This design comes from an exercise in tuning for small area on the open sky130 flow, not from production work.

==> build 11: inputs <==
## axi_qspi_controller
module axi_qspi_controller
(
  input  logic       s_axi_aclk,
  input  logic       s_axi_aresetn,
  input  logic       s_axi_awvalid_i,
  input  axi_lite_pkg::addr_t      s_axi_awaddr_i,
  output logic       s_axi_awready_o,
  input  logic       s_axi_wvalid_i,
  input  axi_lite_pkg::data_t      s_axi_wdata_i,
  input  axi_lite_pkg::strb_t      s_axi_wstrb_i,
  output logic       s_axi_wready_o,
  output logic       s_axi_bvalid_o,
  output logic [1:0]               s_axi_bresp_o,
  input  logic       s_axi_bready_i,
  input  logic       s_axi_arvalid_i,
  input  axi_lite_pkg::addr_t      s_axi_araddr_i,
  output logic       s_axi_arready_o,
  output logic       s_axi_rvalid_o,
  output axi_lite_pkg::data_t      s_axi_rdata_o,
  output logic [1:0]               s_axi_rresp_o,
  input  logic       s_axi_rready_i,
  output logic       spi_clk_o,
  output logic [1:0] spi_csn_o,
  output logic       spi_sdo_o,
  input  logic       spi_sdi_i
);
clock: 5.0 ns
lec_check: 0
cap_margin: 20
core_margin: 2
core_utilization: 50
slew_margin: 20
standard.sh (not shown) runs the stock make flow with config.mk's settings and CLKGATE_MAP_FILE= SYNTH_SCRIPT=/design/flow/synth_recipe.tcl, a recipe that flattens the netlist after the stock synthesis.
==> flow/flow/run.sh <==
#!/bin/bash
# The standard layout, with the port buffers made of the smallest buffer
# cell and a clock tree of fewer, larger sink clusters without dummy loads.
set -euo pipefail
export BUFFER_PORTS_ARGS="-buffer_cell sky130_fd_sc_hd__buf_1"
export CTS_ARGS="-sink_clustering_enable -repair_clock_nets -sink_clustering_size 25 -sink_clustering_max_diameter 100 -dont_use_dummy_load -buf_list sky130_fd_sc_hd__clkbuf_16"
bash standard.sh > standard.log 2>&1
==> inputs of trial 80, as changes to build 11 <==
--- a/flow/design.v
+++ b/flow/design.v
@@ -117,49 +117,56 @@
       trig_q <= we && (wsel == 4'd6) && st[0] && wd[0];
       if (bvalid_q && s_axi_bready_i) bvalid_q <= 1'b0;
       if (aw_q) bvalid_q <= 1'b1;
     end
   end
   always_ff @(posedge s_axi_aclk) begin
     if (aw_q) bresp_q <= ~wr_ok;
   end
-  logic        clr;
-  logic [31:0] wdc;
-  logic [3:0]  ln;
-  assign wdc = wd & {32{~clr}};
-  assign ln  = st & {4{we}};
   always_ff @(posedge s_axi_aclk or negedge s_axi_aresetn) begin
     if (!s_axi_aresetn) begin
-      clr  <= 1'b1;
-      cpol <= 1'b0;
-    end else begin
-      clr <= 1'b0;
-      if (ln[1] && wsel == 4'd0) cpol <= wd[8];
-    end
-  end
-  always_ff @(posedge s_axi_aclk) begin
-    if (clr || (ln[0] && wsel == 4'd0)) clkdiv <= wdc[7:0] | {5'h0, clr, 2'h0};
-    if (clr || (ln[0] && wsel == 4'd1)) cmd <= wdc[7:0];
-    for (int i = 0; i < 3; i++) begin
-      if (clr || (ln[i] && wsel == 4'd2)) addr[8*i +: 8] <= wdc[8*i +: 8];
-    end
-    if (clr || (ln[0] && wsel == 4'd3)) dlen <= wdc[5:0];
-    if (clr || (ln[1] && wsel == 4'd3)) begin
-      addr_en <= wdc[8];
-      dummy   <= wdc[15:12];
-    end
-    if (clr || (ln[2] && wsel == 4'd3)) wr_dir <= wdc[16];
-    if (clr || (ln[0] && wsel == 4'd7)) cs_def <= wdc[0];
-    for (int i = 0; i < 4; i++) begin
-      if (clr || (ln[i] && wsel == 4'd4))  tx[8*i +: 8]    <= wdc[8*i +: 8];
-      if (clr || (ln[i] && wsel == 4'd8))  cs_a0[8*i +: 8] <= wdc[8*i +: 8];
-      if (clr || (ln[i] && wsel == 4'd9))  cs_m0[8*i +: 8] <= wdc[8*i +: 8];
-      if (clr || (ln[i] && wsel == 4'd10)) cs_a1[8*i +: 8] <= wdc[8*i +: 8];
-      if (clr || (ln[i] && wsel == 4'd11)) cs_m1[8*i +: 8] <= wdc[8*i +: 8];
+      clkdiv  <= 8'd4;
+      cpol    <= 1'b0;
+      cmd     <= '0;
+      addr    <= '0;
+      dlen    <= '0;
+      addr_en <= 1'b0;
+      dummy   <= '0;
+      wr_dir  <= 1'b0;
+      tx      <= '0;
+      cs_def  <= 1'b0;
+      cs_a0   <= '0;
+      cs_m0   <= '0;
+      cs_a1   <= '0;
+      cs_m1   <= '0;
+    end else if (we) begin
+      case (wsel)
+        4'd0: begin
+          if (st[0]) clkdiv <= wd[7:0];
+          if (st[1]) cpol <= wd[8];
+        end
+        4'd1: if (st[0]) cmd <= wd[7:0];
+        4'd2: for (int i = 0; i < 3; i++) if (st[i]) addr[8*i +: 8] <= wd[8*i +: 8];
+        4'd3: begin
+          if (st[0]) dlen <= wd[5:0];
+          if (st[1]) begin
+            addr_en <= wd[8];
+            dummy   <= wd[15:12];
+          end
+          if (st[2]) wr_dir <= wd[16];
+        end
+        4'd4: for (int i = 0; i < 4; i++) if (st[i]) tx[8*i +: 8] <= wd[8*i +: 8];
+        4'd7: if (st[0]) cs_def <= wd[0];
+        4'd8: for (int i = 0; i < 4; i++) if (st[i]) cs_a0[8*i +: 8] <= wd[8*i +: 8];
+        4'd9: for (int i = 0; i < 4; i++) if (st[i]) cs_m0[8*i +: 8] <= wd[8*i +: 8];
+        4'd10: for (int i = 0; i < 4; i++) if (st[i]) cs_a1[8*i +: 8] <= wd[8*i +: 8];
+        4'd11: for (int i = 0; i < 4; i++) if (st[i]) cs_m1[8*i +: 8] <= wd[8*i +: 8];
+        default: ;
+      endcase
     end
   end
   logic        reg_sel;
   logic        busy;
   logic        rd_ok;
   logic [3:0]  rsel;
   logic [31:0] reg_rd;
   assign reg_sel = (s_axi_araddr_i[31:12] == 20'h0);
@@ -180,19 +187,18 @@
         3'b110: rs <= 3'b100;
         3'b100: if (es == E_FIN) rs <= 3'b101;
         3'b001, 3'b101: if (s_axi_rready_i) rs <= 3'b000;
         default: rs <= 3'b000;
       endcase
     end
   end
   always_ff @(posedge s_axi_aclk) begin
-    if (rs[1]) begin
-      if (!reg_sel) ridx <= 4'd13;
-      else if (!rd_ok) ridx <= 4'd15;
+    if (rs == 3'b010) begin
+      if (!rd_ok) ridx <= 4'd15;
       else if (rsel == 4'd6 && !busy) ridx <= 4'd12;
       else ridx <= rsel;
     end
   end
   always_comb begin
     case (ridx)
       4'd0:  reg_rd = {23'h0, cpol, clkdiv};
       4'd1:  reg_rd = {24'h0, cmd};
@@ -201,24 +207,23 @@
       4'd4:  reg_rd = tx;
       4'd5:  reg_rd = rx;
       4'd6:  reg_rd = 32'h1;
       4'd7:  reg_rd = {31'h0, cs_def};
       4'd8:  reg_rd = cs_a0;
       4'd9:  reg_rd = cs_m0;
       4'd10: reg_rd = cs_a1;
       4'd11: reg_rd = cs_m1;
-      4'd13: reg_rd = {rx[7:0], rx[15:8], rx[23:16], rx[31:24]};
       default: reg_rd = '0;
     endcase
   end
   assign s_axi_arready_o = rs[1];
   assign s_axi_rvalid_o  = rs[0];
-  assign s_axi_rdata_o   = reg_rd;
-  assign s_axi_rresp_o   = {ridx == 4'd15, 1'b0};
+  assign s_axi_rdata_o   = rs[2] ? {rx[7:0], rx[15:8], rx[23:16], rx[31:24]} : reg_rd;
+  assign s_axi_rresp_o   = {~rs[2] & (ridx == 4'd15), 1'b0};
   logic        xip;
   logic        start;
   logic        cs_pick;
   logic [23:0] xoff;
   logic        e_addr_en;
   logic [3:0]  e_dummy;
   logic [5:0]  e_len;
   logic        e_rx;
@@ -265,54 +270,46 @@
   end
   assign spi_clk_o = cpol ^ sclk;
   assign spi_csn_o = csn;
   assign spi_sdo_o = sdo;
   always_ff @(posedge s_axi_aclk or negedge s_axi_aresetn) begin
     if (!s_axi_aresetn) begin
       es   <= E_IDLE;
       sclk <= 1'b0;
+      rx   <= '0;
       csn  <= 2'b11;
       sdo  <= 1'b0;
     end else begin
       case (es)
         E_IDLE: begin
           if (start) begin
             es  <= E_CMD;
+            rx  <= xip ? {8'h03, xoff} : 32'h0;
             csn <= cs_pick & xip | cs_def & ~xip ? 2'b01 : 2'b10;
           end
         end
         E_FIN: begin
           es  <= E_IDLE;
           csn <= 2'b11;
         end
         default: begin
           if (div == clkdiv) begin
             sclk <= ~sclk;
             if (!sclk) begin
               sdo <= bit_out;
             end else begin
+              if (e_rx) rx <= {rx[30:0], spi_sdi_i};
               if (last) es <= nph;
             end
           end
         end
       endcase
     end
   end
-  logic        rx_ld;
-  logic        rx_en;
-  assign rx_ld = clr | (es == E_IDLE && start);
-  assign rx_en = (es != E_IDLE) && (es != E_FIN) && (div == clkdiv) && sclk && e_rx;
-  always_ff @(posedge s_axi_aclk) begin
-    if (rx_ld) begin
-      rx <= xip ? {8'h03, xoff} : 32'h0;
-    end else if (rx_en) begin
-      rx <= {rx[30:0], spi_sdi_i};
-    end
-  end
   always_ff @(posedge s_axi_aclk) begin
     if (es == E_IDLE) begin
       div <= '0;
       k   <= '0;
     end else if (div != clkdiv) begin
       div <= div + 8'd1;
     end else begin
       div <= '0;
==> flow/run.sh (new file) <==
#!/bin/bash
# synth_recipe.tcl (not shown) runs the flow's synth.tcl, then flattens the netlist and writes it again
# the make line also repeats each setting of config.mk as NAME=value (left out here)
make -C /OpenROAD-flow-scripts/flow DESIGN_CONFIG=/design/flow/config.mk WORK_HOME=/design/flow/orfs CLKGATE_MAP_FILE= SYNTH_SCRIPT=/design/flow/synth_recipe.tcl finish
CORE_UTILIZATION = 40   (was 50)
removed: flow/flow/run.sh
removed: flow/standard.sh
==> out/metrics.cfg <==
[worst_setup_path]
crit_path_max_incr_delay_ns=0.85
crit_path_top_delay_cell=nor2_2

[layout]
clkCellAreaFrac=0.02521
clkbuf_count=15

[synth]
synth_compound_area_frac=0.1277
synth-simple-area-share=0.1340

[die]
die_w_um=168.6

[global_routing]
grt_pass1_vias=9805

[sta]
period_minus_slack_ns=4.041

[power]
p_total_w=0.004953

[clock_network]
cts.sinks=279

[status]
outcome=finished clean

[end of results for build 11]
==> out/metrics.cfg <==
[layout]
clkbuf_count=52
clkCellAreaFrac=0.05921

[synth]
synth-simple-area-share=0.1237
synth.area.mux_share=0.2022

[sta]
period_minus_slack_ns=4.644
final.period_utilization=0.9287

[die]
die_w_um=197.7

[clock_network]
clk_latency_ns=0.52

[power]
p_total_w=0.007259

[worst_setup_path]
crit_path_max_incr_delay_ns=0.79

[global_routing]
grt_pass1_vias=12030

[status]
outcome=finished clean

[end of results for trial 80]
Function was not checked in any run of this note: the RTL went through the layout flow alone.

==> re-timing with driven ports <==
How much do the figures lean on ideal ports? The routed layouts below were timed once more, with nothing changed but the port constraints.
Step 1 assumes that a clkbuf_16 drives the clock port and a buf_2 every other input.
Step 2, shift: input delay + t, output delay - t, t = (earliest + latest rising clock arrival at the registers) / 2. This alone moves slack from input paths to output paths.
Three values: no drivers, after step 1, after step 2; two values: the first two.
run | shift t [ns] | slack for setup (ns) | latest minus earliest clock arrival (ns) | pins driven straight from the clock port
build 11 | 0.547 | 0.959 / 0.909 / 1.456 | 0.036 / 0.036 | 1
trial 80 | 0.561 | 0.356 / 0.301 / 0.863 | 0.020 / 0.021 | 1
After both steps every run listed still meets setup and hold.
